Context: an optimization exercise on an open-source flow, tuned for small area. The choices shown serve that exercise and are no tape-out recipe.
Function was checked by simulation only, so behaviour that the tests miss may differ from the original.
No activity file was given, so power comes from the tool's default toggle rates.

===== flow/design.v =====
module csr_unit (
    input  logic        clk,
    input  logic        rstn,
    input  logic        stall,
    input  logic        flush,
    input  logic        req_valid,
    input  logic [2:0]  req_op,
    input  logic [13:0] req_num,
    input  logic [31:0] req_wdata,
    input  logic [31:0] req_wmask,
    input  logic [31:0] req_pc,
    input  logic [5:0]  req_ecode,
    input  logic [8:0]  req_esubcode,
    input  logic [31:0] req_badv,
    input  logic [7:0]  hw_int,
    output logic        resp_flush,
    output logic [31:0] resp_pc,
    output logic [31:0] resp_rdata,
    output logic        excp_flush,
    output logic        ertn_flush,
    output logic [8:0]  crmd
);
    localparam logic [3:0] T_CRMD   = 4'd0;
    localparam logic [3:0] T_PRMD   = 4'd1;
    localparam logic [3:0] T_EENTRY = 4'd2;
    localparam logic [3:0] T_TICLR  = 4'd3;
    localparam logic [3:0] T_ECFG   = 4'd4;
    localparam logic [3:0] T_ESTAT  = 4'd5;
    localparam logic [3:0] T_ERA    = 4'd6;
    localparam logic [3:0] T_BADV   = 4'd7;
    localparam logic [3:0] T_SAVE0  = 4'd8;
    localparam logic [3:0] T_SAVE1  = 4'd9;
    localparam logic [3:0] T_SAVE2  = 4'd10;
    localparam logic [3:0] T_SAVE3  = 4'd11;
    localparam logic [3:0] T_TID    = 4'd12;
    localparam logic [3:0] T_TCFG   = 4'd13;
    logic [8:0]  crmd_q;
    logic [2:0]  prmd_q;
    logic [12:0] lie_q;
    logic [1:0]  is_q;
    logic        ti_q;
    logic [5:0]  ecode_q;
    logic [8:0]  esub_q;
    logic [31:0] era_q;
    logic [31:0] badv_q;
    logic [31:6] eentry_q;
    logic [31:0] save0_q, save1_q, save2_q, save3_q;
    logic [31:0] tid_q;
    logic [31:0] tcfg_q;
    logic [31:0] tval_q;
    logic f_exc, f_era, f_badv, f_eentry, f_tid, f_tcfg, f_tval;
    logic [3:0] f_save;
    logic        k_excp, k_ertn, k_wr;
    logic [31:0] a_q;
    logic [31:0] b_q;
    logic [14:0] c_q;
    logic        resp_flush_q;
    logic [31:0] resp_pc_q;
    logic [31:0] resp_rdata_q;
    logic        excp_q, ertn_q;
    assign resp_flush = resp_flush_q;
    assign resp_pc    = resp_pc_q;
    assign resp_rdata = resp_rdata_q;
    assign excp_flush = excp_q;
    assign ertn_flush = ertn_q;
    assign crmd       = crmd_q;
    wire [5:0]  ecode_v  = f_exc    ? ecode_q  : 6'd0;
    wire [8:0]  esub_v   = f_exc    ? esub_q   : 9'd0;
    wire [31:0] era_v    = f_era    ? era_q    : 32'd0;
    wire [31:0] badv_v   = f_badv   ? badv_q   : 32'd0;
    wire [31:0] eentry_v = f_eentry ? {eentry_q, 6'd0} : 32'd0;
    wire [31:0] save0_v  = f_save[0] ? save0_q : 32'd0;
    wire [31:0] save1_v  = f_save[1] ? save1_q : 32'd0;
    wire [31:0] save2_v  = f_save[2] ? save2_q : 32'd0;
    wire [31:0] save3_v  = f_save[3] ? save3_q : 32'd0;
    wire [31:0] tid_v    = f_tid    ? tid_q    : 32'd0;
    wire [31:0] tcfg_v   = f_tcfg   ? tcfg_q   : 32'd0;
    wire [31:0] tval_v   = f_tval   ? tval_q   : 32'd0;
    wire [12:0] int_vec = {1'b0, ti_q, 1'b0, hw_int, is_q};
    wire        inte    = req_valid && crmd_q[2] && (|(int_vec & lie_q));
    wire op_ertn = !inte && (req_op == 3'd4);
    wire op_exc  = inte || (req_op == 3'd5) || (req_op == 3'd6);
    wire op_wr   = !inte && (req_op == 3'd2 || req_op == 3'd3);
    wire op_xchg = !inte && (req_op == 3'd3);
    wire op_rsp  = inte || (req_op != 3'd0 && req_op != 3'd1);
    wire       hi0 = (req_num[13:7] == 7'd0);
    wire [6:0] lo  = req_num[6:0];
    wire s_crmd   = hi0 && lo == 7'h00;
    wire s_prmd   = hi0 && lo == 7'h01;
    wire s_ecfg   = hi0 && lo == 7'h04;
    wire s_estat  = hi0 && lo == 7'h05;
    wire s_era    = hi0 && lo == 7'h06;
    wire s_badv   = hi0 && lo == 7'h07;
    wire s_eentry = hi0 && lo == 7'h0c;
    wire s_save0  = hi0 && lo == 7'h30;
    wire s_save1  = hi0 && lo == 7'h31;
    wire s_save2  = hi0 && lo == 7'h32;
    wire s_save3  = hi0 && lo == 7'h33;
    wire s_tid    = hi0 && lo == 7'h40;
    wire s_tcfg   = hi0 && lo == 7'h41;
    wire s_tval   = hi0 && lo == 7'h42;
    wire s_ticlr  = hi0 && lo == 7'h44;
    wire [31:0] estat = {1'b0, esub_v, ecode_v, 3'b0, int_vec};
    wire [31:0] rdata =
          ({32{s_crmd}}   & {23'd0, crmd_q})
        | ({32{s_prmd}}   & {29'd0, prmd_q})
        | ({32{s_ecfg}}   & {19'd0, lie_q})
        | ({32{s_estat}}  & estat)
        | ({32{s_era}}    & era_v)
        | ({32{s_badv}}   & badv_v)
        | ({32{s_eentry}} & eentry_v)
        | ({32{s_save0}}  & save0_v)
        | ({32{s_save1}}  & save1_v)
        | ({32{s_save2}}  & save2_v)
        | ({32{s_save3}}  & save3_v)
        | ({32{s_tid}}    & tid_v)
        | ({32{s_tcfg}}   & tcfg_v)
        | ({32{s_tval}}   & tval_v);
    logic [3:0] wcode;
    logic       wok;
    always_comb
    begin
        wok   = 1'b1;
        wcode = 4'd0;
        case (1'b1)
            s_crmd:   wcode = T_CRMD;
            s_prmd:   wcode = T_PRMD;
            s_ecfg:   wcode = T_ECFG;
            s_estat:  wcode = T_ESTAT;
            s_era:    wcode = T_ERA;
            s_badv:   wcode = T_BADV;
            s_eentry: wcode = T_EENTRY;
            s_save0:  wcode = T_SAVE0;
            s_save1:  wcode = T_SAVE1;
            s_save2:  wcode = T_SAVE2;
            s_save3:  wcode = T_SAVE3;
            s_tid:    wcode = T_TID;
            s_tcfg:   wcode = T_TCFG;
            s_ticlr:  wcode = T_TICLR;
            default:  wok = 1'b0;
        endcase
    end
    wire [31:0] wmerged = op_xchg ? ((rdata & ~req_wmask) | (req_wdata & req_wmask)) : req_wdata;
    wire [31:0] a_d     = op_exc ? req_pc : wmerged;
    wire [14:0] codes   = inte ? 15'd0 : {req_esubcode, req_ecode};
    wire [14:0] c_d     = op_exc ? codes : {11'd0, wcode};
    wire [31:0] rpc_d = op_ertn ? era_v : (op_exc ? eentry_v : req_pc + 32'd4);
    wire drop = !rstn || (flush && !stall);
    always_ff @(posedge clk)
    begin
        if (drop)
        begin
            resp_flush_q <= 1'b0;
            resp_pc_q    <= 32'd0;
            resp_rdata_q <= 32'd0;
            k_excp       <= 1'b0;
            k_ertn       <= 1'b0;
            k_wr         <= 1'b0;
        end
        else if (!stall)
        begin
            resp_flush_q <= req_valid && op_rsp;
            resp_pc_q    <= rpc_d;
            resp_rdata_q <= rdata;
            k_excp       <= req_valid && op_exc;
            k_ertn       <= req_valid && op_ertn;
            k_wr         <= req_valid && op_wr && wok;
        end
    end
    always_ff @(posedge clk)
    begin
        if (!stall)
        begin
            a_q <= a_d;
            b_q <= req_badv;
            c_q <= c_d;
        end
    end
    wire ce = k_excp && !stall;
    wire cr = k_ertn && !stall;
    wire cw = k_wr && !stall;
    wire w_crmd   = cw && c_q[3:0] == T_CRMD;
    wire w_prmd   = cw && c_q[3:0] == T_PRMD;
    wire w_ecfg   = cw && c_q[3:0] == T_ECFG;
    wire w_estat  = cw && c_q[3:0] == T_ESTAT;
    wire w_era    = cw && c_q[3:0] == T_ERA;
    wire w_badv   = cw && c_q[3:0] == T_BADV;
    wire w_eentry = cw && c_q[3:0] == T_EENTRY;
    wire w_save0  = cw && c_q[3:0] == T_SAVE0;
    wire w_save1  = cw && c_q[3:0] == T_SAVE1;
    wire w_save2  = cw && c_q[3:0] == T_SAVE2;
    wire w_save3  = cw && c_q[3:0] == T_SAVE3;
    wire w_tid    = cw && c_q[3:0] == T_TID;
    wire w_tcfg   = cw && c_q[3:0] == T_TCFG;
    wire w_ticlr  = cw && c_q[3:0] == T_TICLR;
    wire e_badv   = ce && (c_q[5:1] == 5'b00100);   
    wire we_era   = ce || w_era;
    wire we_badv  = e_badv || w_badv;
    always_ff @(posedge clk)
    begin
        if (!rstn)
        begin
            crmd_q <= 9'h008;
            prmd_q <= 3'd0;
            lie_q  <= 13'd0;
            is_q   <= 2'd0;
            excp_q <= 1'b0;
            ertn_q <= 1'b0;
        end
        else
        begin
            excp_q <= ce;
            ertn_q <= cr;
            if (ce)
                crmd_q[2:0] <= 3'd0;
            else if (cr)
                crmd_q[2:0] <= prmd_q;
            else if (w_crmd)
                crmd_q[2:0] <= a_q[2:0];
            if (w_crmd)
            begin
                crmd_q[8:5] <= a_q[8:5];
                if (a_q[4] ^ a_q[3])
                    crmd_q[4:3] <= a_q[4:3];
            end
            if (ce)
                prmd_q <= crmd_q[2:0];
            else if (w_prmd)
                prmd_q <= a_q[2:0];
            if (w_ecfg)
                lie_q <= a_q[12:0] & 13'h1bff;
            if (w_estat)
                is_q <= a_q[1:0];
        end
    end
    always_ff @(posedge clk)
    begin
        if (ce)       {esub_q, ecode_q} <= c_q;
        if (we_era)   era_q    <= a_q;
        if (w_badv)   badv_q   <= a_q;
        else if (e_badv) badv_q <= b_q;
        if (w_eentry) eentry_q <= a_q[31:6];
        if (w_save0)  save0_q  <= a_q;
        if (w_save1)  save1_q  <= a_q;
        if (w_save2)  save2_q  <= a_q;
        if (w_save3)  save3_q  <= a_q;
        if (w_tid)    tid_q    <= a_q;
        if (w_tcfg)   tcfg_q   <= a_q;
    end
    wire [31:0] tcfg_n   = w_tcfg ? a_q : tcfg_q;
    wire        en       = w_tcfg ? a_q[0] : (f_tcfg && tcfg_q[0]);
    wire        at_zero  = (tval_q == 32'd0);
    wire        load     = en && (w_tcfg || (at_zero && tcfg_n[1]));
    wire        dec      = en && (tval_q != 32'hffff_ffff);
    wire        ti_clr   = w_ticlr && a_q[0] && ti_q;
    always_ff @(posedge clk)
    begin
        if (load)
            tval_q <= {tcfg_n[31:2], 2'b00};
        else if (dec)
            tval_q <= tval_q - 32'd1;
    end
    always_ff @(posedge clk)
    begin
        if (!rstn)
        begin
            ti_q     <= 1'b0;
            f_exc    <= 1'b0;
            f_era    <= 1'b0;
            f_badv   <= 1'b0;
            f_eentry <= 1'b0;
            f_save   <= 4'd0;
            f_tid    <= 1'b0;
            f_tcfg   <= 1'b0;
            f_tval   <= 1'b0;
        end
        else
        begin
            if (ti_clr)
                ti_q <= 1'b0;
            else if (en && !w_tcfg && at_zero)
                ti_q <= 1'b1;
            f_exc    <= f_exc    || ce;
            f_era    <= f_era    || we_era;
            f_badv   <= f_badv   || we_badv;
            f_eentry <= f_eentry || w_eentry;
            f_save   <= f_save   | {w_save3, w_save2, w_save1, w_save0};
            f_tid    <= f_tid    || w_tid;
            f_tcfg   <= f_tcfg   || w_tcfg;
            f_tval   <= f_tval   || load;
        end
    end
endmodule

===== flow/run.sh =====
#!/bin/bash
# synth_recipe.tcl (not shown) runs the flow's synth.tcl, then flattens the netlist and writes it again
# the make line also repeats each setting of config.mk as NAME=value (left out here)
make -C /OpenROAD-flow-scripts/flow DESIGN_CONFIG=/design/flow/config.mk WORK_HOME=/design/flow/orfs CLKGATE_MAP_FILE= SYNTH_SCRIPT=/design/flow/synth_recipe.tcl finish

===== flow/config.mk =====
export PLATFORM = sky130hd
export DESIGN_NAME = csr_unit
export DESIGN_NICKNAME = csr_unit
export VERILOG_FILES = /design/flow/design.v
export SDC_FILE = /design/flow/constraint.sdc
export NUM_CORES = 4
export LEC_CHECK = 0
export CAP_MARGIN = 20
export CORE_MARGIN = 2
export CORE_UTILIZATION = 40
export SLEW_MARGIN = 20

===== flow/constraint.sdc =====
create_clock -name core_clock -period 5.0 [get_ports {clk}]
set_input_delay 1.0000 -clock core_clock [delete_from_list [all_inputs] [get_ports {clk}]]
set_output_delay 1.0000 -clock core_clock [all_outputs]
set_load 0.01 [all_outputs]

==> metrics.md, run 1 <==
| Metric | Value |
|---|---|
| Outcome | `timing/DRC/antenna clean` |
| Setup Skew | `0.0149 ns` |
| First-pass GRT wire length | `139000 µm` |
| CP delay by family, top | `compound AO/OA/AOI/OAI gates` |
| Port bufs | `248` |
| CP dominant cell by count | `or3_1` |
| Die area | `60200 µm²` |
| Hold depth | `0` |
| Netlist cell types | `85` |
| PostCTS Resize Cnt | `0` |
| RSZ-0062 raised after global routing | `no` |
| Syn Inst Count | `2047` |
| H-tree depth | `2` |
| Crit-path cells | `clkdlybuf4s50_1 -> or3_1 -> or3_1 -> a21oi_1 -> a221o_1 -> a2111oi_2 -> buf_4 -> o41ai_1` |
| Count of final hold-check violations | `0` |
| Pins over their slew limit | `0` |
| Post-layout min period | `4.22 ns` |
| Router iterations before antenna repair | `7` |
| Reg power frac | `48.6%` |
| Die Y | `245 µm` |
| Int Pwr | `0.00768 W` |
| Critical path arrival | `4.58 ns` |
| Post-synth EDFFs | `375` |
| CORE AREA | `57600 µm²` |
| Main synth FF type | `edfxtp_1` |
| Detail Placement HPWL | `71900 µm` |
| HP Class | `reg2reg` |
| FF+latch area | `14100 µm²` |
| CTS tree | `done` |
| Critical path depth in cells | `8` |
| Synth Register Bits | `516` |
| Layout Area Growth over Synthesis | `24.5%` |
| Largest net degree at the start of global routing | `59` |
| Max incr delay on CP | `0.84 ns` |
| Leakage | `10.1 nW` |
| Placed instance area | `27000 µm²` |
| WL/cell | `31.7 µm` |
| Fmax | `237 MHz` |
| Critical R2R Launch | `c_q[1]` |
| Core Util, Final | `50.3%` |
| # nets final | `2480` |
| Row cnt | `88` |
| Worst setup path class | `in2reg` |
| Slew @ Worst Pin | `1.03 ns` |
| Initial core utilization | `40.4%` |
| Total GRT Usage | `32.3%` |
| Number of max-cap violations | `0` |
| Multi-input gate area | `8620 µm²` |
| Setup-failing EPs final | `0` |
| Logic gate share of total power | `6.8%` |
| Post-synth ARST share | `0%` |
| DR vias/cell | `6.39` |
| R2R cell count | `7` |
| RePlAce Congestion | `0.969` |
| Syn. warnings | `1` |
| Post-route DRC | `0` |
| Routed via count | `19900` |
| Worst-skew pair later-pin latency | `0.64 ns` |
| Mapped cell area | `23300 µm²` |
| Clock sink count | `516` |
| Critical-path maximum fanout | `14` |
| Initial DRC Count | `3056` |
| Initial antenna violation count | `1` |
| Clk buf depth | `3` |
| Slowest-stage cell, CP | `clkdlybuf4s50_1` |
| Placed cell count | `3012` |
| Peak supply drop | `0.338 mV` |
| Final Non-Filler Cells | `3116` |
| Req. time, crit path | `5.37 ns` |
| WHS | `0.420 ns` |
| CP Capture Type | `flip-flop` |
| GR Overflow Total | `0` |
| Setup crit start | `req_num[4]` |
| Tcrit/Tclk final | `84.3%` |
| Fill cells | `5061` |
| CP Launch Type | `input port` |
| Vias in the first global route | `18500` |
| Number of hold buffers added after CTS | `0` |
| Slew HR | `30.6%` |
| Post-DRT Antenna Nets | `0` |
| Final instance area | `29000 µm²` |
| Worst Hold Launch | `c_q[6]` |
| Post-CTS Setup Repair Bufs | `0` |
| WP buf/inv | `2` |
| Power Density | `347 nW/µm²` |
| Syn_area_per_cell | `11.4 µm²` |
| Sw Ratio | `23.5%` |
| Clock Power Share | `44.6%` |
| Root Buffer | `clkbuf_16` |
| N_diodes | `0` |
| Total wire length | `98800 µm` |
| Seq/Total Area, Yosys | `60.5%` |
| Layout cells sized above 1 | `12.2%` |
| Die X | `245 µm` |
| Psw | `0.00236 W` |
| Clock-pin slew on the worst setup and hold paths | `0.06 ns` |
| Total clock buffers created by CTS | `55` |
| # IOs | `249` |
| Syn Nets | `2223` |
[per-stage QoR]
stage | total power [W] | setup slack (ns) | TNS [ns]
6_report | 0.0100 | 0.784 | 0
5_1_grt | 0.0103 | 0.816 | 0
4_1_cts | 0.0100 | 0.952 | 0
3_5_place_dp | 0.00563 | 0.292 | 0
3_3_place_gp | 0.00563 | -0.594 | -1.06
2_1_floorplan | 0.00515 | 0.524 | 0
[synth_stat cells (27+ instances only)]
library cell,count,area (µm²)
edfxtp_1,375,11300
nand2_1,231,867
nor2_1,160,601
dfxtp_1,141,2820
a21oi_1,109,546
clkbuf_1,105,394
o21ai_0,85,425
nand3_1,65,325
a32oi_1,61,534
nor3_1,55,275
a22oi_1,44,330
nor4_1,42,263
and2_1,38,238
nand4_1,36,225
mux2_2,32,360
inv_1,28,105
xnor2_1,28,245
xor2_1,27,236
[layer usage]
| layer | share of wire, % | vias up | GRT usage [%] |
|---|---|---|---|
| met4 | 3.0 | 0 | 9.20 |
| li1 | - | 8383 | - |
| met2 | 41 | 1508 | 45.5 |
| met1 | 42 | 9856 | 48.1 |
| met3 | 14 | 174 | 8.94 |
| met5 | 0 | - | 0 |
[path summary, 6_finish.rpt]
path              slack [ns]          to
hold / removal          0.42   esub_q[0]
setup reg to reg        1.44  tval_q[10]
hold reg to reg         0.42   esub_q[0]
setup / recovery        0.78      a_q[4]
[kinds of logic after synthesis]
logic type,after synthesis,synth area share (%)
AO/OA/AOI/OAI,477,14.5
adder cells (fa/ha/maj),3,0.161
AND/OR/NAND/NOR,774,17.3
XOR/XNOR,55,2.07
buffers and inverters,171,3.11
flip-flops,516,60.5
multiplexers,51,2.36
[area by class of cell]
cell class	count	share of cell area, %
sequential	516	48.6
multi-input combinational	1360	29.7
timing repair buffer	342	11.2
clock buffer	74	5.38
tap	765	3.30
clock inverter	30	1.40
inverter	29	0.393
[placed cells by master, fill, tap and decap left out, drive strengths merged, types with 18 or more instances in the layout]
| cell | count |
|---|---|
| a21oi | 109 |
| a222oi | 23 |
| a22oi | 44 |
| a31oi | 19 |
| a32oi | 61 |
| and2 | 39 |
| and3 | 19 |
| buf | 95 |
| clkbuf | 74 |
| clkdlybuf4s50 | 247 |
| clkinv | 18 |
| dfxtp | 141 |
| edfxtp | 375 |
| inv | 31 |
| mux2 | 32 |
| mux2i | 19 |
| nand2 | 231 |
| nand3 | 65 |
| nand4 | 36 |
| nor2 | 161 |
| nor3 | 56 |
| nor4 | 59 |
| o21ai | 86 |
| xnor2 | 28 |
| xor2 | 27 |
[worst reg2reg max path, delay by kind of cell, from the launching register on]
family          cells  cell delay (ns)
flops               1             0.36
simple gates        4             2.22
compound gates      1             0.19
buf+inv             2             0.47
[power by group through the flow]
stage / logic, W / clock network, W / registers (W)
finish: 0.000679 / 0.00448 / 0.00489
global route: 0.000710 / 0.00466 / 0.00489
CTS: 0.000667 / 0.00449 / 0.00488
detailed placement: 0.000662 / 0 / 0.00497
global placement: 0.000660 / 0 / 0.00497
floorplan: 0.000263 / 0 / 0.00489
==> inputs of run 2 (changes only) <==
--- a/flow/design.v
+++ b/flow/design.v
@@ -85,3 +85,4 @@
     wire op_rsp  = inte || (req_op != 3'd0 && req_op != 3'd1);
-    wire       hi0 = (req_num[13:7] == 7'd0);
+    wire       rsel = rstn && !flush;
+    wire       hi0  = rsel && (req_num[13:7] == 7'd0);
     wire [6:0] lo  = req_num[6:0];
@@ -146,23 +147,37 @@
     wire [14:0] c_d     = op_exc ? codes : {11'd0, wcode};
-    wire [31:0] rpc_d = op_ertn ? era_v : (op_exc ? eentry_v : req_pc + 32'd4);
-    wire drop = !rstn || (flush && !stall);
-    always_ff @(posedge clk)
+    logic [7:0]  pc_g;    
+    logic [7:0]  pc_p;    
+    logic [31:0] pc4;
+    always_comb
     begin
-        if (drop)
+        for (int k = 0; k < 8; k++)
+            pc_g[k] = (k == 7) ? &req_pc[31:30] : &req_pc[4*k+2 +: 4];
+        pc_p[0] = 1'b1;
+        for (int k = 1; k < 8; k++)
+            pc_p[k] = pc_p[k-1] & pc_g[k-1];
+        pc4[1:0] = req_pc[1:0];
+        for (int i = 2; i < 32; i++)
         begin
-            resp_flush_q <= 1'b0;
-            resp_pc_q    <= 32'd0;
-            resp_rdata_q <= 32'd0;
-            k_excp       <= 1'b0;
-            k_ertn       <= 1'b0;
-            k_wr         <= 1'b0;
+            logic c;
+            c = pc_p[(i-2)/4];
+            for (int j = 2 + 4*((i-2)/4); j < i; j++)
+                c = c & req_pc[j];
+            pc4[i] = req_pc[i] ^ c;
         end
-        else if (!stall)
+    end
+    wire p_era = rsel && op_ertn;
+    wire p_een = rsel && !op_ertn && op_exc;
+    wire p_pc4 = rsel && !op_ertn && !op_exc;
+    wire [31:0] rpc_d = ({32{p_era}} & era_v) | ({32{p_een}} & eentry_v) | ({32{p_pc4}} & pc4);
+    wire v = rsel && req_valid;
+    always_ff @(posedge clk)
+    begin
+        if (!rstn || !stall)
         begin
-            resp_flush_q <= req_valid && op_rsp;
+            resp_flush_q <= v && op_rsp;
             resp_pc_q    <= rpc_d;
             resp_rdata_q <= rdata;
-            k_excp       <= req_valid && op_exc;
-            k_ertn       <= req_valid && op_ertn;
-            k_wr         <= req_valid && op_wr && wok;
+            k_excp       <= v && op_exc;
+            k_ertn       <= v && op_ertn;
+            k_wr         <= v && op_wr && wok;
         end
@@ -251,3 +266,22 @@
     wire        en       = w_tcfg ? a_q[0] : (f_tcfg && tcfg_q[0]);
-    wire        at_zero  = (tval_q == 32'd0);
+    logic [7:0]  tz_g;    
+    logic [7:0]  tz_p;    
+    logic [31:0] tval_m1;
+    always_comb
+    begin
+        for (int k = 0; k < 8; k++)
+            tz_g[k] = ~|tval_q[4*k +: 4];
+        tz_p[0] = 1'b1;
+        for (int k = 1; k < 8; k++)
+            tz_p[k] = tz_p[k-1] & tz_g[k-1];
+        for (int i = 0; i < 32; i++)
+        begin
+            logic b;
+            b = tz_p[i/4];
+            for (int j = 4*(i/4); j < i; j++)
+                b = b & !tval_q[j];
+            tval_m1[i] = tval_q[i] ^ b;
+        end
+    end
+    wire        at_zero  = &tz_g;
     wire        load     = en && (w_tcfg || (at_zero && tcfg_n[1]));
@@ -260,3 +294,3 @@
         else if (dec)
-            tval_q <= tval_q - 32'd1;
+            tval_q <= tval_m1;
     end
==> flow/flow/run.sh (new file) <==
#!/bin/bash
# The standard layout (standard.sh) with these changes to how it is built:
#  - synthesis maps the logic with an area-oriented ABC script (abc.script here)
#    in place of ORFS's speed script; flip-flop mapping and everything else
#    in the synthesis are unchanged
#  - the port buffers are the smallest buffer, sky130_fd_sc_hd__buf_1
#  - clock tree synthesis clusters up to 25 sinks per clkbuf_16, no dummy loads
# Each step's full output goes to a log file in this folder.
set -euo pipefail
here=$(pwd)
rm -rf "$here/scripts_abc"
cp -r "$FLOW_HOME/scripts" "$here/scripts_abc"
cp "$here/flow/abc.script" "$here/scripts_abc/abc_area.script"
bash standard.sh synth ABC_AREA=1 SCRIPTS_DIR="$here/scripts_abc" > synth.log 2>&1
export BUFFER_PORTS_ARGS="-buffer_cell sky130_fd_sc_hd__buf_1"
export CTS_ARGS="-sink_clustering_enable -repair_clock_nets -dont_use_dummy_load -sink_clustering_size 25 -sink_clustering_max_diameter 80 -buf_list {sky130_fd_sc_hd__clkbuf_16}"
bash standard.sh > standard.log 2>&1
==> flow/flow/abc.script (new file) <==
&get -n
&st
&syn2
&dch
&nf -R 1000
&put
==> flow/standard.sh (new file) <==
#!/bin/bash
# synth_recipe.tcl (not shown) runs the flow's synth.tcl, then flattens the netlist and writes it again
# the make line also repeats each setting of config.mk as NAME=value (left out here)
make -C /OpenROAD-flow-scripts/flow DESIGN_CONFIG=/design/flow/config.mk WORK_HOME=/design/flow/orfs CLKGATE_MAP_FILE= SYNTH_SCRIPT=/design/flow/synth_recipe.tcl "${@:-finish}"
removed: flow/run.sh
==> metrics.md, run 2 <==
| Metric | Value |
|---|---|
| Die area | `54500 µm²` |
| Mapped cell area | `21100 µm²` |
| Die X | `233 µm` |
| Number of hold buffers added after CTS | `0` |
| Syn Nets | `1680` |
| Synth Register Bits | `516` |
| WP buf/inv | `2` |
| DR vias/cell | `5.96` |
| Count of final hold-check violations | `0` |
| Most area-hungry cell type in the Yosys netlist | `edfxtp_1` |
| Total GRT Usage | `24.1%` |
| Commonest non-fill, non-tap cells in the layout | `443 x edfxtp_1, 248 x buf_1, 146 x nand2_1` |
| Clk buf depth | `3` |
| Die Y | `233 µm` |
| Syn Inst Count | `1462` |
| Most common cell after layout, fill and taps aside | `edfxtp_1` |
| WL/cell | `26.6 µm` |
| HP Class | `reg2reg` |
| Layout Area Growth over Synthesis | `14.7%` |
| Setup-failing EPs final | `0` |
| Outcome | `timing/DRC/antenna clean` |
| Main synth FF type | `edfxtp_1` |
| Clock sink count | `516` |
| PostCTS Resize Cnt | `0` |
| Initial DRC Count | `1905` |
| RSZ-0062 raised after global routing | `no` |
| Netlist cell types | `45` |
| Final instance area | `24200 µm²` |
| Largest net degree at the start of global routing | `56` |
| Syn. warnings | `1` |
| Worst-skew pair later-pin latency | `0.60 ns` |
| # nets final | `2019` |
| Syn_area_per_cell | `14.4 µm²` |
| Total wire length | `66400 µm` |
| Post-synth EDFFs | `443` |
| Setup TNS | `0 ns` |
| Leakage | `8.02 nW` |
| Tcrit/Tclk final | `79.2%` |
| Initial antenna violation count | `3` |
| Critical R2R Launch | `tval_q[0]` |
| Layout cells sized above 1 | `6.28%` |
| Slew @ Worst Pin | `1.14 ns` |
| CP dominant cell by count | `and3_1` |
| Vias in the first global route | `14500` |
| Crit-path cells | `clkinv_1 -> ha_1 -> nor3b_1 -> nand4_1 -> nor2_1 -> and3_1 -> and3_1 -> and3_1 -> and4_1 -> and3_1 -> and4_1 -> a21oi_1 -> nand2_1 -> buf_4 -> o2bb2ai_1` |
| Worst Hold Launch | `c_q[8]` |
| Pins over their slew limit | `0` |
| Slowest-stage cell, CP | `nand2_1` |
| Most frequent cell after synthesis | `edfxtp_1` |
| Slew HR | `24.2%` |
| Yosys top cell area share | `63.2%` |
| CTS tree | `done` |
| Post-CTS Setup Repair Bufs | `0` |
| Worst setup path class | `reg2reg` |
| Setup Skew | `0.0322 ns` |
| First-pass GRT wire length | `96300 µm` |
| Initial core utilization | `40.2%` |
| Core Util, Final | `46.2%` |
| Root Buffer | `clkbuf_16` |
| Power Density | `321 nW/µm²` |
| Post-route DRC | `0` |
| # IOs | `249` |
| Top cells by area, synth | `edfxtp_1 63%, dfxtp_1 6.9%, mux2_1 3.4%, a32oi_1 2.9%, ha_1 2.7%` |
| CORE AREA | `52300 µm²` |
| Row cnt | `84` |
| RePlAce Congestion | `0.904` |
| Number of max-cap violations | `0` |
| Post-DRT Antenna Nets | `0` |
| Synth cell count leaders | `443 x edfxtp_1, 148 x nand2_1, 129 x nor2_1` |
| Critical path arrival | `4.31 ns` |
| Critical-path maximum fanout | `14` |
| CP delay by family, top | `simple AND/OR/NAND/NOR gates` |
| Power Total | `0.00776 W` |
| Setup crit start | `tval_q[0]` |
| Routed via count | `14800` |
| Router iterations before antenna repair | `6` |
| Req. time, crit path | `5.36 ns` |
| Peak supply drop | `0.226 mV` |
| H-tree depth | `1` |
| Fmax | `253 MHz` |
| Total clock buffers created by CTS | `28` |
| Port bufs | `248` |
| Placed instance area | `23400 µm²` |
| Detail Placement HPWL | `44900 µm` |
| Clock-pin slew on the worst setup and hold paths | `0.10 ns` |
| GR Overflow Total | `0` |
| Max incr delay on CP | `0.44 ns` |
| Seq/Total Area, Yosys | `70.1%` |
| CP Launch Type | `flip-flop` |
| Post-layout min period | `3.96 ns` |
| Post-synth ARST share | `0%` |
| CP Capture Type | `flip-flop` |
[run 2: cell count changes after synthesis, sizes merged, moves of 35 or more]
cell / before / now
nor3: 56 / 17
dfxtp: 141 / 73
buf: 37 / 0
edfxtp: 375 / 443
clkinv: 1 / 36
clkbuf: 105 / 0
ha: 3 / 45
nor4: 59 / 8
nand3: 65 / 17
and2: 39 / 3
a21oi: 109 / 27
nand2: 231 / 148
[run 2: through the flow]
stage / hold WS [ns] / cells / worst slack (ns)
detailed placement: 0.405 / 2458 / 0.687
global placement: 0.407 / 2458 / 0.877
finish: 0.422 / 2491 / 1.04
floorplan: 0.400 / 1462 / 0.253
global route: 0.433 / 2489 / 0.854
CTS: 0.424 / 2486 / 1.09
[run 2: path summary, 6_finish.rpt]
| path | endpoint | slack, ns | cells after the start |
|---|---|---|---|
| min | esub_q[2] | 0.42 | 0 |
| min reg2reg | esub_q[2] | 0.42 | 0 |
| max reg2reg | tval_q[20] | 1.04 | 15 |
| max | tval_q[20] | 1.04 | 15 |
[run 2: kinds of logic (layout without fill, tap and decap cells)]
kind of cell	after synthesis	after routing	share of synthesized area, %
flip-flops	516	516	70.1
AND/OR/NAND/NOR	407	407	8.69
AO/OA/AOI/OAI	349	349	12.4
multiplexers	96	96	4.94
adder cells (fa/ha/maj)	45	45	2.67
buffers and inverters	36	373	0.642
XOR/XNOR	13	13	0.541
other	0	4	0
[run 2: power breakdown]
group          total, W  switching (W)  internal (W)
Sequential      0.00502       0.000150       0.00487
Clock           0.00232        0.00133      0.000994
Combinational  0.000420       0.000279      0.000141
Total           0.00776        0.00176       0.00600
[run 2: layer usage]
| layer | track usage (%) | routed length [µm] | vias up |
|---|---|---|---|
| met5 | 0 | 0 | - |
| met4 | 7.26 | 1940 | 0 |
| met3 | 3.86 | 5590 | 99 |
| met2 | 37.8 | 30400 | 690 |
| met1 | 34.4 | 28400 | 7448 |
| li1 | - | - | 6599 |
[run 2: final cells by class]
cell class | instances | area [µm²]
Fill cell | 4778 | 28200
Inverter | 36 | 136
Sequential cell | 516 | 14800
Antenna cell | 4 | 10.0
Tap cell | 688 | 861
Multi-Input combinational cell | 910 | 6260
Clock buffer | 28 | 701
Timing Repair Buffer | 309 | 1420
==> inputs of run 3 (changes only) <==
--- a/flow/flow/run.sh
+++ b/flow/flow/run.sh
@@ -6,3 +6,3 @@
 #  - the port buffers are the smallest buffer, sky130_fd_sc_hd__buf_1
-#  - clock tree synthesis clusters up to 25 sinks per clkbuf_16, no dummy loads
+#  - clock tree synthesis clusters up to 15 sinks per clkbuf_8, no dummy loads
 # Each step's full output goes to a log file in this folder.
@@ -15,3 +15,3 @@
 export BUFFER_PORTS_ARGS="-buffer_cell sky130_fd_sc_hd__buf_1"
-export CTS_ARGS="-sink_clustering_enable -repair_clock_nets -dont_use_dummy_load -sink_clustering_size 25 -sink_clustering_max_diameter 80 -buf_list {sky130_fd_sc_hd__clkbuf_16}"
+export CTS_ARGS="-sink_clustering_enable -repair_clock_nets -dont_use_dummy_load -sink_clustering_size 15 -sink_clustering_max_diameter 60 -buf_list {sky130_fd_sc_hd__clkbuf_8}"
 bash standard.sh > standard.log 2>&1
--- a/flow/config.mk
+++ b/flow/config.mk
@@ -9,3 +9,4 @@
 export CORE_MARGIN = 2
-export CORE_UTILIZATION = 40
+export CORE_UTILIZATION = 65
+export PLACE_DENSITY = 0.75
 export SLEW_MARGIN = 20
==> metrics.md, run 3 <==
| Metric | Value |
|---|---|
| Netlist cell types | `45` |
| H-tree depth | `2` |
| Hold endpoint | `esub_q[1]` |
| Syn Inst Count | `1462` |
| # IOs | `249` |
| Slew HR | `25.6%` |
| CORE AREA | `31700 µm²` |
| Largest net degree at the start of global routing | `69` |
| CTS tree | `done` |
| Layout cells sized above 1 | `6.44%` |
| Final Non-Filler Cells | `2204` |
| Outcome | `timing/DRC/antenna clean` |
| First-pass GRT wire length | `90600 µm` |
| R2R Path End | `tval_q[26]` |
| Mapped cell area | `21100 µm²` |
| Setup TNS | `0 ns` |
| Most common cell after layout, fill and taps aside | `edfxtp_1` |
| Slew @ Worst Pin | `1.11 ns` |
| Syn. warnings | `1` |
| Peak supply drop | `0.211 mV` |
| RePlAce Congestion | `0.916` |
| # nets final | `2021` |
| Req. time, crit path | `5.23 ns` |
| Initial DRC Count | `2279` |
| Syn_area_per_cell | `14.4 µm²` |
| Layout Area Growth over Synthesis | `11.9%` |
| Pins over their slew limit | `0` |
| DR vias/cell | `7.03` |
| Worst Hold Launch | `c_q[7]` |
| Syn Nets | `1680` |
| Number of hold buffers added after CTS | `0` |
| Post-CTS Setup Repair Bufs | `0` |
| Post-synth ARST share | `0%` |
| Vias in the first global route | `15300` |
| Synth Register Bits | `516` |
| CP Capture Type | `flip-flop` |
| Root Buffer | `clkbuf_8` |
| Leakage | `7.90 nW` |
| Critical path arrival | `4.48 ns` |
| HP Class | `reg2reg` |
| Post-synth EDFFs | `443` |
| Router iterations before antenna repair | `9` |
| Psw | `0.00171 W` |
| Fmax | `235 MHz` |
| Critical R2R Launch | `tval_q[0]` |
| Row cnt | `65` |
| Synth cell count leaders | `443 x edfxtp_1, 148 x nand2_1, 129 x nor2_1` |
| Clock-pin slew on the worst setup and hold paths | `0.09 ns` |
| Total GRT Usage | `36.5%` |
| Most frequent cell after synthesis | `edfxtp_1` |
| Setup WS pre-CTS | `0.464 ns` |
| R2R Setup Slk | `0.75 ns` |
| GR Overflow Total | `0` |
| Int Pwr | `0.00574 W` |
| Total clock buffers created by CTS | `41` |
| PostCTS Resize Cnt | `0` |
| Number of max-cap violations | `0` |
| CP Launch Type | `flip-flop` |
| Clk buf depth | `3` |
| Post-DRT Antenna Nets | `0` |
| Count of final hold-check violations | `0` |
| Tcrit/Tclk final | `85.0%` |
| Initial antenna violation count | `1` |
| Setup Skew | `0.0419 ns` |
| Post-route DRC | `0` |
| Worst-skew pair later-pin latency | `0.59 ns` |
| Critical-path maximum fanout | `21` |
| Placed cell count | `2162` |
| Final critical-path setup slack | `0.751 ns` |
| Top cells by area, synth | `edfxtp_1 63%, dfxtp_1 6.9%, mux2_1 3.4%, a32oi_1 2.9%, ha_1 2.7%` |
| Reg power frac | `67.3%` |
| Total wire length | `61500 µm` |
| Routed via count | `15500` |
| Sw Ratio | `22.9%` |
| Die X | `184 µm` |
| RSZ-0062 raised after global routing | `no` |
| Hold depth | `0` |
| Port bufs | `248` |
| Logic gate share of total power | `5.5%` |
| Seq/Total Area, Yosys | `70.1%` |
| Die area | `33900 µm²` |
| Main synth FF type | `edfxtp_1` |
| Yosys top cell area share | `63.2%` |
| Core Util, Final | `74.3%` |
| Power Density | `316 nW/µm²` |
| Clock sink count | `516` |
| WL/cell | `27.9 µm` |
| Worst setup path class | `reg2reg` |
| Die Y | `184 µm` |
| Initial core utilization | `66.4%` |
| Setup-failing EPs final | `0` |
| R2R cell count | `15` |
| Commonest non-fill, non-tap cells in the layout | `443 x edfxtp_1, 248 x buf_1, 146 x nand2_1` |
| Post-layout min period | `4.25 ns` |
| Clock Power Share | `27.2%` |
| Detail Placement HPWL | `39700 µm` |
| Most area-hungry cell type in the Yosys netlist | `edfxtp_1` |
run 3: cell types whose count changed in the layout (fill, tap and decap cells not counted), sizes merged:
| cell | delta |
|---|---|
| clkbuf | +13 |
| buf | -11 |
| diode | -3 |
run 3: final cells by class:
type	count	area, µm²
sequential	516	14800
fill	2122	8160
multi-input combinational	910	6280
timing repair buffer	298	1310
clock buffer	41	564
tap	402	503
inverter	36	136
antenna	1	2.50
run 3: logic make-up after synthesis:
group,count (synthesis),synth area share (%)
multiplexers,96,4.94
XOR/XNOR,13,0.541
AND/OR/NAND/NOR,407,8.69
AO/OA/AOI/OAI,349,12.4
buffers and inverters,36,0.642
adder cells (fa/ha/maj),45,2.67
flip-flops,516,70.1
run 3: stage by stage:
stage | hold WS [ns] | power [W] | area (µm²)
after floorplan | 0.400 | 0.00525 | 21100
after global placement | 0.401 | 0.00549 | 23000
after detailed placement | 0.405 | 0.00551 | 23000
after CTS | 0.413 | 0.00743 | 23500
after global routing | 0.417 | 0.00764 | 23600
final | 0.408 | 0.00745 | 23600
run 3: power groups by stage:
| stage | Sequential (W) | Combinational (W) | Clock [W] |
|---|---|---|---|
| 2_1_floorplan | 0.00507 | 0.000185 | 0 |
| 3_3_place_gp | 0.00510 | 0.000389 | 0 |
| 3_5_place_dp | 0.00511 | 0.000400 | 0 |
| 4_1_cts | 0.00501 | 0.000402 | 0.00202 |
| 5_1_grt | 0.00503 | 0.000443 | 0.00216 |
| 6_report | 0.00501 | 0.000409 | 0.00203 |
run 3: how the worst max path moves through the flow:
stage	cells past startpoint	slack, ns	from	end
finish	15	0.75	tval_q[0]	tval_q[26]
floorplan	10	0.25	rstn	a_q[16]
detailed placement	16	0.46	rstn	a_q[3]
CTS	15	0.77	tval_q[0]	tval_q[26]
global placement	14	0.68	rstn	a_q[22]
global route	15	0.51	tval_q[0]	tval_q[22]
run 3: worst max-delay path, stage by stage, from the launching register on:
cell,delay (ns)
dfxtp_1,0.39
clkinv_1,0.08
ha_1,0.17
nor3b_1,0.34
nand4_1,0.14
nor2_1,0.20
and3_1,0.22
and3_1,0.20
and3_1,0.25
and4_1,0.27
and3_1,0.22
and4_1,0.30
a21oi_1,0.14
nor2_2,0.13
or2_1,0.42
buf_4,0.41
run 3: layer usage:
layer | vias to the layer above | GRT usage [%] | wire [µm]
met5 | - | 0 | 0
met4 | 0 | 12.7 | 2050
met3 | 165 | 8.52 | 8230
met2 | 1202 | 56.4 | 27900
met1 | 7553 | 51.5 | 23300
li1 | 6583 | - | -
==> inputs of run 4 (changes only) <==
--- a/flow/config.mk
+++ b/flow/config.mk
@@ -9,4 +9,3 @@
 export CORE_MARGIN = 2
-export CORE_UTILIZATION = 65
-export PLACE_DENSITY = 0.75
+export CORE_UTILIZATION = 40
 export SLEW_MARGIN = 20
==> metrics.md, run 4 <==
| Metric | Value |
|---|---|
| Port bufs | `248` |
| Worst Hold Launch | `c_q[10]` |
| Top cells by area, synth | `edfxtp_1 63%, dfxtp_1 6.9%, mux2_1 3.4%, a32oi_1 2.9%, ha_1 2.7%` |
| Post-synth EDFFs | `443` |
| Commonest non-fill, non-tap cells in the layout | `443 x edfxtp_1, 248 x buf_1, 146 x nand2_1` |
| HP Class | `reg2reg` |
| Count of final hold-check violations | `0` |
| Peak supply drop | `0.185 mV` |
| CP dominant cell by count | `and3_1` |
| Post-synth ARST share | `0%` |
| Largest net degree at the start of global routing | `56` |
| Initial antenna violation count | `5` |
| Row cnt | `84` |
| Clock sink count | `516` |
| CTS tree | `done` |
| Post-CTS Setup Repair Bufs | `0` |
| Slew @ Worst Pin | `1.08 ns` |
| Setup-failing EPs final | `0` |
| Synth cell count leaders | `443 x edfxtp_1, 148 x nand2_1, 129 x nor2_1` |
| GR Overflow Total | `0` |
| Placed instance area | `23400 µm²` |
| Final Non-Filler Cells | `2508` |
| Critical path arrival | `4.32 ns` |
| Power Density | `315 nW/µm²` |
| # nets final | `2035` |
| Yosys top cell area share | `63.2%` |
| Crit-path cells | `clkinv_1 -> ha_1 -> nor3b_1 -> nand4_1 -> nor2_1 -> and3_1 -> and3_1 -> and3_1 -> and4_1 -> and3_1 -> and4_1 -> a21oi_1 -> nand2_1 -> buf_4 -> o2bb2ai_1` |
| Setup Skew | `0.0598 ns` |
| Layout Area Growth over Synthesis | `14.3%` |
| CP Capture Type | `flip-flop` |
| PostCTS Resize Cnt | `0` |
| Main synth FF type | `edfxtp_1` |
| Most frequent cell after synthesis | `edfxtp_1` |
| First-pass GRT wire length | `96300 µm` |
| Syn Nets | `1680` |
| Seq/Total Area, Yosys | `70.1%` |
| Initial DRC Count | `1850` |
| Most common cell after layout, fill and taps aside | `edfxtp_1` |
| Req. time, crit path | `5.39 ns` |
| Slowest-stage cell, CP | `nand2_1` |
| CP Launch Type | `flip-flop` |
| WL/cell | `26.6 µm` |
| R2R Setup Slk | `1.07 ns` |
| # IOs | `249` |
| Worst setup path class | `reg2reg` |
| Vias in the first global route | `14600` |
| Total wire length | `66800 µm` |
| Total clock buffers created by CTS | `44` |
| Router iterations before antenna repair | `7` |
| Setup TNS | `0 ns` |
| RSZ-0062 raised after global routing | `no` |
| Placed cell count | `2458` |
| Hold depth | `0` |
| Synth Register Bits | `516` |
| R2R cell count | `15` |
| Layout cells sized above 1 | `7.11%` |
| Syn. warnings | `1` |
| RePlAce Congestion | `0.904` |
| Hold endpoint | `esub_q[4]` |
| Initial core utilization | `40.2%` |
| Number of hold buffers added after CTS | `0` |
| Max incr delay on CP | `0.43 ns` |
| Root Buffer | `clkbuf_8` |
| Worst-skew pair later-pin latency | `0.65 ns` |
| Clk buf depth | `3` |
| Core Util, Final | `46.0%` |
| Netlist cell types | `45` |
| Most area-hungry cell type in the Yosys netlist | `edfxtp_1` |
| Number of max-cap violations | `0` |
| Tcrit/Tclk final | `78.7%` |
| Detail Placement HPWL | `44900 µm` |
| Leakage | `7.99 nW` |
| Total GRT Usage | `24.3%` |
| Die area | `54500 µm²` |
| Die Y | `233 µm` |
| Syn Inst Count | `1462` |
| Final instance area | `24100 µm²` |
| R2R Path End | `tval_q[25]` |
| Pins over their slew limit | `0` |
| CORE AREA | `52300 µm²` |
| Slew HR | `28.2%` |
| Post-layout min period | `3.93 ns` |
| Critical-path maximum fanout | `14` |
| Fmax | `254 MHz` |
| Die X | `233 µm` |
| Syn_area_per_cell | `14.4 µm²` |
| DR vias/cell | `5.96` |
| Outcome | `timing/DRC/antenna clean` |
| Critical R2R Launch | `tval_q[0]` |
| H-tree depth | `2` |
| Post-DRT Antenna Nets | `0` |
| Post-route DRC | `0` |
| Routed via count | `14900` |
| Clock-pin slew on the worst setup and hold paths | `0.10 ns` |
| Mapped cell area | `21100 µm²` |
-- run 4: area by class of cell --
class,count,area (µm²)
antenna,5,12.5
clock buffer,44,606
fill,4794,28300
inverter,36,136
multi-input combinational,910,6260
sequential,516,14800
tap,688,861
timing repair buffer,309,1420
-- run 4: worst max-delay path by stage --
stage / to / startpoint / slack, ns
after floorplan: a_q[16] / rstn / 0.25
after global placement: a_q[28] / hw_int[4] / 0.88
after detailed placement: a_q[3] / rstn / 0.69
after CTS: tval_q[25] / tval_q[0] / 1.09
after global routing: tval_q[25] / tval_q[0] / 0.85
final: tval_q[25] / tval_q[0] / 1.07
-- run 4: kinds of logic (layout without fill, tap and decap cells) --
group	after synthesis	count (layout)	share of synthesized area, %
simple gates	407	407	8.69
other cells	0	5	0
buf+inv	36	389	0.642
fa+ha+maj	45	45	2.67
mux	96	96	4.94
compound gates	349	349	12.4
xor+xnor	13	13	0.541
flops	516	516	70.1
-- run 4: critical path: cells and delay by family (launching register included) --
| kind | cells | cell delay (ns) |
|---|---|---|
| DFF | 1 | 0.38 |
| adders and majority gates | 1 | 0.16 |
| AOI/OAI and AO/OA | 2 | 0.25 |
| buffers and inverters | 2 | 0.39 |
| and+or+nand+nor | 10 | 2.49 |
-- run 4: power by group --
part / total [W] / switching, W / internal, W
Sequential: 0.00502 / 0.000150 / 0.00487
Clock: 0.00214 / 0.00135 / 0.000788
Combinational: 0.000421 / 0.000280 / 0.000141
-- run 4: metrics by stage --
| stage | setup WS, ns | hold slack, ns | power (W) |
|---|---|---|---|
| finish | 1.07 | 0.424 | 0.00758 |
| global placement | 0.877 | 0.407 | 0.00552 |
| global route | 0.854 | 0.434 | 0.00782 |
| floorplan | 0.253 | 0.400 | 0.00525 |
| detailed placement | 0.687 | 0.405 | 0.00553 |
| CTS | 1.09 | 0.426 | 0.00762 |
-- run 4: metal layers --
metal / GRT usage (%) / up-vias / wire length, µm
li1: - / 6613 / -
met1: 33.9 / 7413 / 27800
met2: 37.6 / 803 / 30300
met3: 5.00 / 117 / 6450
met4: 8.76 / 0 / 2230
met5: 0 / - / 0
==> inputs of run 5 (changes only) <==
--- a/flow/design.v
+++ b/flow/design.v
@@ -50,4 +50,2 @@
     logic [31:0] tval_q;
-    logic f_exc, f_era, f_badv, f_eentry, f_tid, f_tcfg, f_tval;
-    logic [3:0] f_save;
     logic        k_excp, k_ertn, k_wr;
@@ -66,14 +64,2 @@
     assign crmd       = crmd_q;
-    wire [5:0]  ecode_v  = f_exc    ? ecode_q  : 6'd0;
-    wire [8:0]  esub_v   = f_exc    ? esub_q   : 9'd0;
-    wire [31:0] era_v    = f_era    ? era_q    : 32'd0;
-    wire [31:0] badv_v   = f_badv   ? badv_q   : 32'd0;
-    wire [31:0] eentry_v = f_eentry ? {eentry_q, 6'd0} : 32'd0;
-    wire [31:0] save0_v  = f_save[0] ? save0_q : 32'd0;
-    wire [31:0] save1_v  = f_save[1] ? save1_q : 32'd0;
-    wire [31:0] save2_v  = f_save[2] ? save2_q : 32'd0;
-    wire [31:0] save3_v  = f_save[3] ? save3_q : 32'd0;
-    wire [31:0] tid_v    = f_tid    ? tid_q    : 32'd0;
-    wire [31:0] tcfg_v   = f_tcfg   ? tcfg_q   : 32'd0;
-    wire [31:0] tval_v   = f_tval   ? tval_q   : 32'd0;
     wire [12:0] int_vec = {1'b0, ti_q, 1'b0, hw_int, is_q};
@@ -103,3 +89,3 @@
     wire s_ticlr  = hi0 && lo == 7'h44;
-    wire [31:0] estat = {1'b0, esub_v, ecode_v, 3'b0, int_vec};
+    wire [31:0] estat = {1'b0, esub_q, ecode_q, 3'b0, int_vec};
     wire [31:0] rdata =
@@ -109,12 +95,12 @@
         | ({32{s_estat}}  & estat)
-        | ({32{s_era}}    & era_v)
-        | ({32{s_badv}}   & badv_v)
-        | ({32{s_eentry}} & eentry_v)
-        | ({32{s_save0}}  & save0_v)
-        | ({32{s_save1}}  & save1_v)
-        | ({32{s_save2}}  & save2_v)
-        | ({32{s_save3}}  & save3_v)
-        | ({32{s_tid}}    & tid_v)
-        | ({32{s_tcfg}}   & tcfg_v)
-        | ({32{s_tval}}   & tval_v);
+        | ({32{s_era}}    & era_q)
+        | ({32{s_badv}}   & badv_q)
+        | ({32{s_eentry}} & {eentry_q, 6'd0})
+        | ({32{s_save0}}  & save0_q)
+        | ({32{s_save1}}  & save1_q)
+        | ({32{s_save2}}  & save2_q)
+        | ({32{s_save3}}  & save3_q)
+        | ({32{s_tid}}    & tid_q)
+        | ({32{s_tcfg}}   & tcfg_q)
+        | ({32{s_tval}}   & tval_q);
     logic [3:0] wcode;
@@ -170,3 +156,3 @@
     wire p_pc4 = rsel && !op_ertn && !op_exc;
-    wire [31:0] rpc_d = ({32{p_era}} & era_v) | ({32{p_een}} & eentry_v) | ({32{p_pc4}} & pc4);
+    wire [31:0] rpc_d = ({32{p_era}} & era_q) | ({32{p_een}} & {eentry_q, 6'd0}) | ({32{p_pc4}} & pc4);
     wire v = rsel && req_valid;
@@ -250,18 +236,23 @@
     end
-    always_ff @(posedge clk)
-    begin
-        if (ce)       {esub_q, ecode_q} <= c_q;
-        if (we_era)   era_q    <= a_q;
-        if (w_badv)   badv_q   <= a_q;
-        else if (e_badv) badv_q <= b_q;
-        if (w_eentry) eentry_q <= a_q[31:6];
-        if (w_save0)  save0_q  <= a_q;
-        if (w_save1)  save1_q  <= a_q;
-        if (w_save2)  save2_q  <= a_q;
-        if (w_save3)  save3_q  <= a_q;
-        if (w_tid)    tid_q    <= a_q;
-        if (w_tcfg)   tcfg_q   <= a_q;
+    wire [31:0] a_z = a_q & {32{rstn}};
+    wire [31:0] b_z = b_q & {32{rstn}};
+    wire [14:0] c_z = c_q & {15{rstn}};
+    always_ff @(posedge clk)
+    begin
+        if (ce || !rstn)       {esub_q, ecode_q} <= c_z;
+        if (we_era || !rstn)   era_q    <= a_z;
+        if (w_badv || !rstn)   badv_q   <= a_z;
+        else if (e_badv)       badv_q   <= b_z;
+        if (w_eentry || !rstn) eentry_q <= a_z[31:6];
+        if (w_save0 || !rstn)  save0_q  <= a_z;
+        if (w_save1 || !rstn)  save1_q  <= a_z;
+        if (w_save2 || !rstn)  save2_q  <= a_z;
+        if (w_save3 || !rstn)  save3_q  <= a_z;
+        if (w_tid || !rstn)    tid_q    <= a_z;
     end
-    wire [31:0] tcfg_n   = w_tcfg ? a_q : tcfg_q;
-    wire        en       = w_tcfg ? a_q[0] : (f_tcfg && tcfg_q[0]);
+    wire        tcfg_we  = w_tcfg || !rstn;
+    wire [31:0] tcfg_n   = (a_z & {32{tcfg_we}}) | (tcfg_q & {32{!tcfg_we}});
+    always_ff @(posedge clk)
+        tcfg_q <= tcfg_n;
+    wire        en       = tcfg_n[0];
     logic [7:0]  tz_g;    
@@ -289,8 +280,7 @@
     wire        ti_clr   = w_ticlr && a_q[0] && ti_q;
+    wire [31:0] tval_d = load ? {tcfg_n[31:2], 2'b00} : tval_m1;
     always_ff @(posedge clk)
     begin
-        if (load)
-            tval_q <= {tcfg_n[31:2], 2'b00};
-        else if (dec)
-            tval_q <= tval_m1;
+        if (load || dec || !rstn)
+            tval_q <= tval_d & {32{rstn}};
     end
@@ -301,10 +291,2 @@
             ti_q     <= 1'b0;
-            f_exc    <= 1'b0;
-            f_era    <= 1'b0;
-            f_badv   <= 1'b0;
-            f_eentry <= 1'b0;
-            f_save   <= 4'd0;
-            f_tid    <= 1'b0;
-            f_tcfg   <= 1'b0;
-            f_tval   <= 1'b0;
         end
@@ -316,10 +298,2 @@
                 ti_q <= 1'b1;
-            f_exc    <= f_exc    || ce;
-            f_era    <= f_era    || we_era;
-            f_badv   <= f_badv   || we_badv;
-            f_eentry <= f_eentry || w_eentry;
-            f_save   <= f_save   | {w_save3, w_save2, w_save1, w_save0};
-            f_tid    <= f_tid    || w_tid;
-            f_tcfg   <= f_tcfg   || w_tcfg;
-            f_tval   <= f_tval   || load;
         end
--- a/flow/config.mk
+++ b/flow/config.mk
@@ -7,5 +7,6 @@
 export LEC_CHECK = 0
-export CAP_MARGIN = 20
+export CAP_MARGIN = 10
 export CORE_MARGIN = 2
-export CORE_UTILIZATION = 40
-export SLEW_MARGIN = 20
+export CORE_UTILIZATION = 65
+export PLACE_DENSITY = 0.75
+export SLEW_MARGIN = 10
==> metrics.md, run 5 <==
| Metric | Value |
|---|---|
| Outcome | `timing/DRC/antenna clean` |
| Final instance area | `23100 µm²` |
| Critical path arrival | `4.41 ns` |
| Post-layout min period | `4.22 ns` |
| Req. time, crit path | `5.19 ns` |
| Fmax | `237 MHz` |
| Final Non-Filler Cells | `2238` |
| Top cells by area, synth | `edfxtp_1 65%, dfxtp_1 5.9%, a222oi_1 4.2%, o21ai_0 4.0%, nand2_1 3.5%` |
| Post-synth EDFFs | `444` |
| Port bufs | `248` |
| Root Buffer | `clkbuf_8` |
| Slew @ Worst Pin | `1.14 ns` |
| Pins over their slew limit | `0` |
| Crit-path cells | `clkinv_1 -> ha_1 -> nor3b_1 -> nand2_1 -> nor3_1 -> and4_1 -> and4_1 -> and4_1 -> and4_1 -> and4_1 -> nor2b_1 -> o21ai_4 -> nand2_1 -> a21o_1 -> buf_4` |
| Number of max-cap violations | `0` |
| # IOs | `249` |
| Vias in the first global route | `15200` |
| DR vias/cell | `6.98` |
| Most area-hungry cell type in the Yosys netlist | `edfxtp_1` |
| CP dominant cell by count | `and4_1` |
| Max incr delay on CP | `0.53 ns` |
| CP Capture Type | `flip-flop` |
| Psw | `0.00187 W` |
| CP Launch Type | `flip-flop` |
| Post-CTS Setup Repair Bufs | `0` |
| Post-synth ARST share | `0%` |
| Layout Area Growth over Synthesis | `12.2%` |
| Initial core utilization | `65.5%` |
| # nets final | `2055` |
| Routed via count | `15600` |
| CORE AREA | `31400 µm²` |
| Row cnt | `65` |
| Power Total | `0.00773 W` |
| Total clock buffers created by CTS | `41` |
| Syn Inst Count | `1502` |
| Initial antenna violation count | `0` |
| Seq/Total Area, Yosys | `70.8%` |
| Clk buf depth | `3` |
| Post-DRT Antenna Nets | `0` |
| Commonest non-fill, non-tap cells in the layout | `444 x edfxtp_1, 247 x buf_1, 188 x nand2_1` |
| Slew HR | `24.1%` |
| Syn Nets | `1720` |
| Worst setup path class | `reg2reg` |
| PostCTS Resize Cnt | `0` |
| Synth Register Bits | `505` |
| Die Y | `182 µm` |
| CTS tree | `done` |
| Power Density | `335 nW/µm²` |
| Clock sink count | `505` |
| Yosys top cell area share | `64.8%` |
| RSZ-0062 raised after global routing | `no` |
| Main synth FF type | `edfxtp_1` |
| Netlist cell types | `38` |
| Synth cell count leaders | `444 x edfxtp_1, 190 x nand2_1, 165 x o21ai_0` |
| Clock-pin slew on the worst setup and hold paths | `0.10 ns` |
| Logic gate share of total power | `7.9%` |
| Initial DRC Count | `2835` |
| Most frequent cell after synthesis | `edfxtp_1` |
| Post-route DRC | `0` |
| H-tree depth | `2` |
| Syn_area_per_cell | `13.7 µm²` |
| R2R cell count | `15` |
| Total wire length | `62600 µm` |
| Peak supply drop | `0.260 mV` |
| Clock Power Share | `25.7%` |
| Int Pwr | `0.00586 W` |
| Die area | `33100 µm²` |
| WL/cell | `28.0 µm` |
| Mapped cell area | `20600 µm²` |
| Critical-path maximum fanout | `32` |
| Worst-skew pair later-pin latency | `0.59 ns` |
| Sw Ratio | `24.2%` |
| Leakage | `8.05 nW` |
| Detail Placement HPWL | `38300 µm` |
| Slowest-stage cell, CP | `edfxtp_1` |
| Setup Skew | `0.0677 ns` |
| RePlAce Congestion | `0.906` |
| Router iterations before antenna repair | `7` |
| HP Class | `reg2reg` |
| Setup-failing EPs final | `0` |
| Number of hold buffers added after CTS | `0` |
| Core Util, Final | `73.5%` |
| Syn. warnings | `1` |
| Tcrit/Tclk final | `84.5%` |
| Placed instance area | `22500 µm²` |
| Largest net degree at the start of global routing | `69` |
| Count of final hold-check violations | `0` |
| Die X | `182 µm` |
| Reg power frac | `66.3%` |
| Fill cells | `2138` |
| Most common cell after layout, fill and taps aside | `edfxtp_1` |
| Hold depth | `2` |
| GR Overflow Total | `0` |
| First-pass GRT wire length | `91700 µm` |
| Total GRT Usage | `37.8%` |
| Layout cells sized above 1 | `6.38%` |
| Placed cell count | `2196` |
-- run 5: changes by cell type in the layout (fill, tap and decap cells not counted), sizes merged, moves of 26 or more --
cell	delta
a222oi	+59
mux2	-64
o2bb2ai	-26
a32oi	-69
nand2	+42
clkinv	+35
o21ai	+73
a22oi	+35
-- run 5: worst paths after layout --
check                           slack [ns]          to  startpoint
worst max-delay path                  0.78   tval_q[2]   tval_q[0]
worst min-delay path                  0.51  tcfg_q[30]  tcfg_q[30]
worst max register to register        0.78   tval_q[2]   tval_q[0]
worst min register to register        0.51  tcfg_q[30]  tcfg_q[30]
-- run 5: through the flow --
stage          worst slack (ns)  TNS (ns)  hold slack, ns
3_5_place_dp            -0.0512   -0.0512           0.481
2_1_floorplan             0.173         0           0.445
3_3_place_gp            -0.0770   -0.0770           0.467
4_1_cts                   0.568         0           0.504
6_report                  0.777         0           0.508
5_1_grt                   0.518         0           0.531
-- run 5: cell families after synthesis --
family          count (synthesis)  synth area share [%]
flops                         505                  70.8
fa+ha+maj                      45                  2.74
compound gates                398                  13.4
mux                            32                  1.56
xor+xnor                       16                 0.681
simple gates                  435                  9.52
buf+inv                        71                  1.30
-- run 5: power by group through the flow --
stage               logic (W)  clock network, W  registers, W
floorplan            0.000287                 0       0.00518
detailed placement   0.000598                 0       0.00522
global route         0.000662           0.00212       0.00516
global placement     0.000578                 0       0.00520
CTS                  0.000600           0.00198       0.00512
finish               0.000612           0.00199       0.00513
-- run 5: final cells by class --
class                   instances  area (µm²)  area share, %
flip-flops and latches        505       14600           63.1
repair buffers                292        1280           5.53
clock buffers                  41         564           2.44
well taps                     402         503           2.18
multi-input cells             926        5910           25.6
diodes                          1        2.50         0.0108
inverters                      71         268           1.16
-- run 5: worst max-delay path, delay by kind of cell (launching register included) --
family	cells	cell delay (ns)
and+or+nand+nor	10	2.49
adders and majority gates	1	0.17
DFF	1	0.53
AOI/OAI and AO/OA	2	0.17
buffers and inverters	2	0.48
-- run 5: per-layer routing --
layer	track usage, %	up-vias	part of all wire [%]	wire length, µm
li1	-	6619	-	-
met1	54.0	7474	36	22800
met2	57.3	1342	44	27700
met3	9.07	185	16	9710
met4	14.7	0	3.9	2430
met5	0	-	0	0
==> inputs of run 6 (changes only) <==
--- a/flow/design.v
+++ b/flow/design.v
@@ -237,3 +237,2 @@
     wire [31:0] a_z = a_q & {32{rstn}};
-    wire [31:0] b_z = b_q & {32{rstn}};
     wire [14:0] c_z = c_q & {15{rstn}};
@@ -244,3 +243,3 @@
         if (w_badv || !rstn)   badv_q   <= a_z;
-        else if (e_badv)       badv_q   <= b_z;
+        else if (e_badv)       badv_q   <= b_q;
         if (w_eentry || !rstn) eentry_q <= a_z[31:6];
@@ -280,7 +279,8 @@
     wire        ti_clr   = w_ticlr && a_q[0] && ti_q;
-    wire [31:0] tval_d = load ? {tcfg_n[31:2], 2'b00} : tval_m1;
+    wire        tld    = load || !rstn;
+    wire [31:0] tval_d = tld ? {tcfg_n[31:2], 2'b00} : tval_m1;
     always_ff @(posedge clk)
     begin
-        if (load || dec || !rstn)
-            tval_q <= tval_d & {32{rstn}};
+        if (tld || dec)
+            tval_q <= tval_d;
     end
--- a/flow/config.mk
+++ b/flow/config.mk
@@ -9,4 +9,4 @@
 export CORE_MARGIN = 2
-export CORE_UTILIZATION = 65
-export PLACE_DENSITY = 0.75
+export CORE_UTILIZATION = 50
+export PLACE_DENSITY = 0.7
 export SLEW_MARGIN = 10
==> metrics.md, run 6 <==
| Metric | Value |
|---|---|
| Post-synth ARST share | `0%` |
| Post-synth EDFFs | `444` |
| Outcome | `timing/DRC/antenna clean` |
| GR Overflow Total | `0` |
| Syn. warnings | `1` |
| # nets final | `2069` |
| Vias in the first global route | `14800` |
| Layout cells sized above 1 | `6.92%` |
| Clock sink count | `505` |
| Final instance area | `23300 µm²` |
| HP Class | `reg2reg` |
| Total clock buffers created by CTS | `42` |
| Row cnt | `74` |
| H-tree depth | `2` |
| CP dominant cell by count | `nand2_1` |
| PostCTS Resize Cnt | `0` |
| Die Y | `207 µm` |
| Synth cell count leaders | `444 x edfxtp_1, 194 x nand2_1, 137 x o21ai_0` |
| Port bufs | `248` |
| Pins over their slew limit | `0` |
| Most common cell after layout, fill and taps aside | `edfxtp_1` |
| Syn Inst Count | `1506` |
| Most frequent cell after synthesis | `edfxtp_1` |
| Leakage | `8.10 nW` |
| CP Capture Type | `flip-flop` |
| Yosys top cell area share | `64.9%` |
| Detail Placement HPWL | `41700 µm` |
| Count of final hold-check violations | `0` |
| Commonest non-fill, non-tap cells in the layout | `444 x edfxtp_1, 247 x buf_1, 192 x nand2_1` |
| Tcrit/Tclk final | `79.7%` |
| Max incr delay on CP | `0.48 ns` |
| Initial antenna violation count | `2` |
| DR vias/cell | `6.42` |
| Setup-failing EPs final | `0` |
| Routed via count | `15300` |
| Die area | `42700 µm²` |
| # IOs | `249` |
| Worst setup path class | `reg2reg` |
| Mapped cell area | `20500 µm²` |
| Post-route DRC | `0` |
| Router iterations before antenna repair | `7` |
| Initial core utilization | `50.5%` |
| Seq/Total Area, Yosys | `70.9%` |
| Core Util, Final | `57.4%` |
| Number of hold buffers added after CTS | `0` |
| Worst-skew pair later-pin latency | `0.63 ns` |
| Largest net degree at the start of global routing | `69` |
| Slew HR | `15.8%` |
| Post-DRT Antenna Nets | `0` |
| Main synth FF type | `edfxtp_1` |
| First-pass GRT wire length | `93300 µm` |
| Peak supply drop | `0.205 mV` |
| RePlAce Congestion | `0.916` |
| Critical path arrival | `4.32 ns` |
| Setup TNS | `0 ns` |
| Req. time, crit path | `5.33 ns` |
| Number of max-cap violations | `0` |
| Synth Register Bits | `505` |
| Clock-pin slew on the worst setup and hold paths | `0.10 ns` |
| Critical-path maximum fanout | `62` |
| Netlist cell types | `36` |
| Syn Nets | `1724` |
| Final Non-Filler Cells | `2384` |
| CORE AREA | `40600 µm²` |
| Top cells by area, synth | `edfxtp_1 65%, dfxtp_1 5.9%, a222oi_1 4.1%, nand2_1 3.5%, o21ai_0 3.3%` |
| Initial DRC Count | `2589` |
| Post-layout min period | `3.99 ns` |
| Post-CTS Setup Repair Bufs | `0` |
| Most area-hungry cell type in the Yosys netlist | `edfxtp_1` |
| RSZ-0062 raised after global routing | `no` |
| Fmax | `251 MHz` |
| Total wire length | `64800 µm` |
| Syn_area_per_cell | `13.6 µm²` |
| Power Density | `337 nW/µm²` |
| CP Launch Type | `flip-flop` |
| CTS tree | `done` |
| Total GRT Usage | `30.2%` |
| Placed instance area | `22700 µm²` |
| Setup Skew | `0.0573 ns` |
| Clk buf depth | `3` |
| WL/cell | `27.2 µm` |
| Layout Area Growth over Synthesis | `13.6%` |
| Placed cell count | `2339` |
| Root Buffer | `clkbuf_8` |
| Die X | `207 µm` |
| Slowest-stage cell, CP | `edfxtp_1` |
| Slew @ Worst Pin | `1.26 ns` |
| Crit-path cells | `clkinv_1 -> ha_1 -> nor3b_1 -> nand2_1 -> nor3_1 -> nand2_1 -> nor3_1 -> and4_1 -> nand2_1 -> nor2_1 -> nand2_1 -> nand2_1 -> o21ai_4 -> buf_4 -> nor2_1 -> a21oi_1` |
[run 6: logic make-up after synthesis]
logic type                 after synthesis  share of synthesized area (%)
DFF                                    505                           70.9
and+or+nand+nor                        468                           10.2
AOI/OAI and AO/OA                      368                           12.6
buffers and inverters                   72                           1.32
adders and majority gates               45                           2.74
muxes                                   32                           1.56
xor gates and xnor gates                16                          0.683
[run 6: report_power, final]
part / leakage [nW] / switching [W] / internal (W)
registers: 5.07 / 0.000181 / 0.00498
clock network: 0.302 / 0.00129 / 0.000754
logic: 2.73 / 0.000475 / 0.000189
total: 8.10 / 0.00194 / 0.00592
[run 6: critical path: cells and delay by family, from the launching register on]
family,cells,cell delay (ns)
AO/OA/AOI/OAI,2,0.15
adder cells (fa/ha/maj),1,0.17
buffers and inverters,2,0.45
flip-flops,1,0.48
AND/OR/NAND/NOR,11,2.44
[run 6: path summary, 6_finish.rpt]
path                                 from          to  cells after the start  slack (ns)
worst max-delay path            tval_q[0]   tval_q[8]                     16        1.01
worst min-delay path              b_q[13]  badv_q[13]                      2        0.51
worst max register to register  tval_q[0]   tval_q[8]                     16        1.01
worst min register to register    b_q[13]  badv_q[13]                      2        0.51
[run 6: layout make-up]
class	count	area, µm²
antenna	3	7.51
clock buffer	42	578
tap	532	666
inverter	72	273
fill	3355	17300
sequential	505	14600
multi-input combinational	929	5890
timing repair buffer	301	1360
[run 6: per-stage QoR]
step	setup slack [ns]	hold WS (ns)	total power, W
final	1.01	0.506	0.00786
after global routing	0.796	0.528	0.00809
after CTS	0.870	0.501	0.00786
after detailed placement	0.839	0.483	0.00590
after global placement	0.900	0.480	0.00587
after floorplan	-0.208	0.456	0.00552
[run 6: metal layers]
| metal | up-vias | track usage (%) | share of wire (%) | routed length (µm) |
|---|---|---|---|---|
| met5 | - | 0 | 0 | 0 |
| met4 | 0 | 13.5 | 4.3 | 2820 |
| met3 | 203 | 5.65 | 12 | 7510 |
| met2 | 1033 | 47.9 | 46 | 29900 |
| met1 | 7459 | 40.9 | 38 | 24600 |
| li1 | 6610 | - | - | - |

## what the ideal ports hide
No port has a modelled driver above. Below, the same layouts with a new extraction and two added sets of constraints.
Step 1 sets driving cells, clkbuf_16 on the clock port and buf_2 on the other inputs (assumed; they add their load-dependent delay and slew).
Step 2, shift: input delay + t, output delay - t, t = (earliest + latest rising clock arrival at the registers) / 2. This alone moves slack from input paths to output paths.
Three values: ideal ports, drivers, drivers and shift; two values: the first two.
run | shift t [ns] | slack for setup (ns)
run 1 | 0.697 | 0.784 / 0.830 / 0.133
run 2 | 0.643 | 1.041 / 1.041 / 0.621
run 3 | 0.621 | 0.751 / 0.751 / 0.255
run 4 | 0.670 | 1.067 / 1.067 / 0.607
run 5 | 0.603 | 0.777 / 0.777 / 0.244
run 6 | 0.663 | 1.013 / 1.013 / 0.768
After both steps every run listed still meets setup and hold.
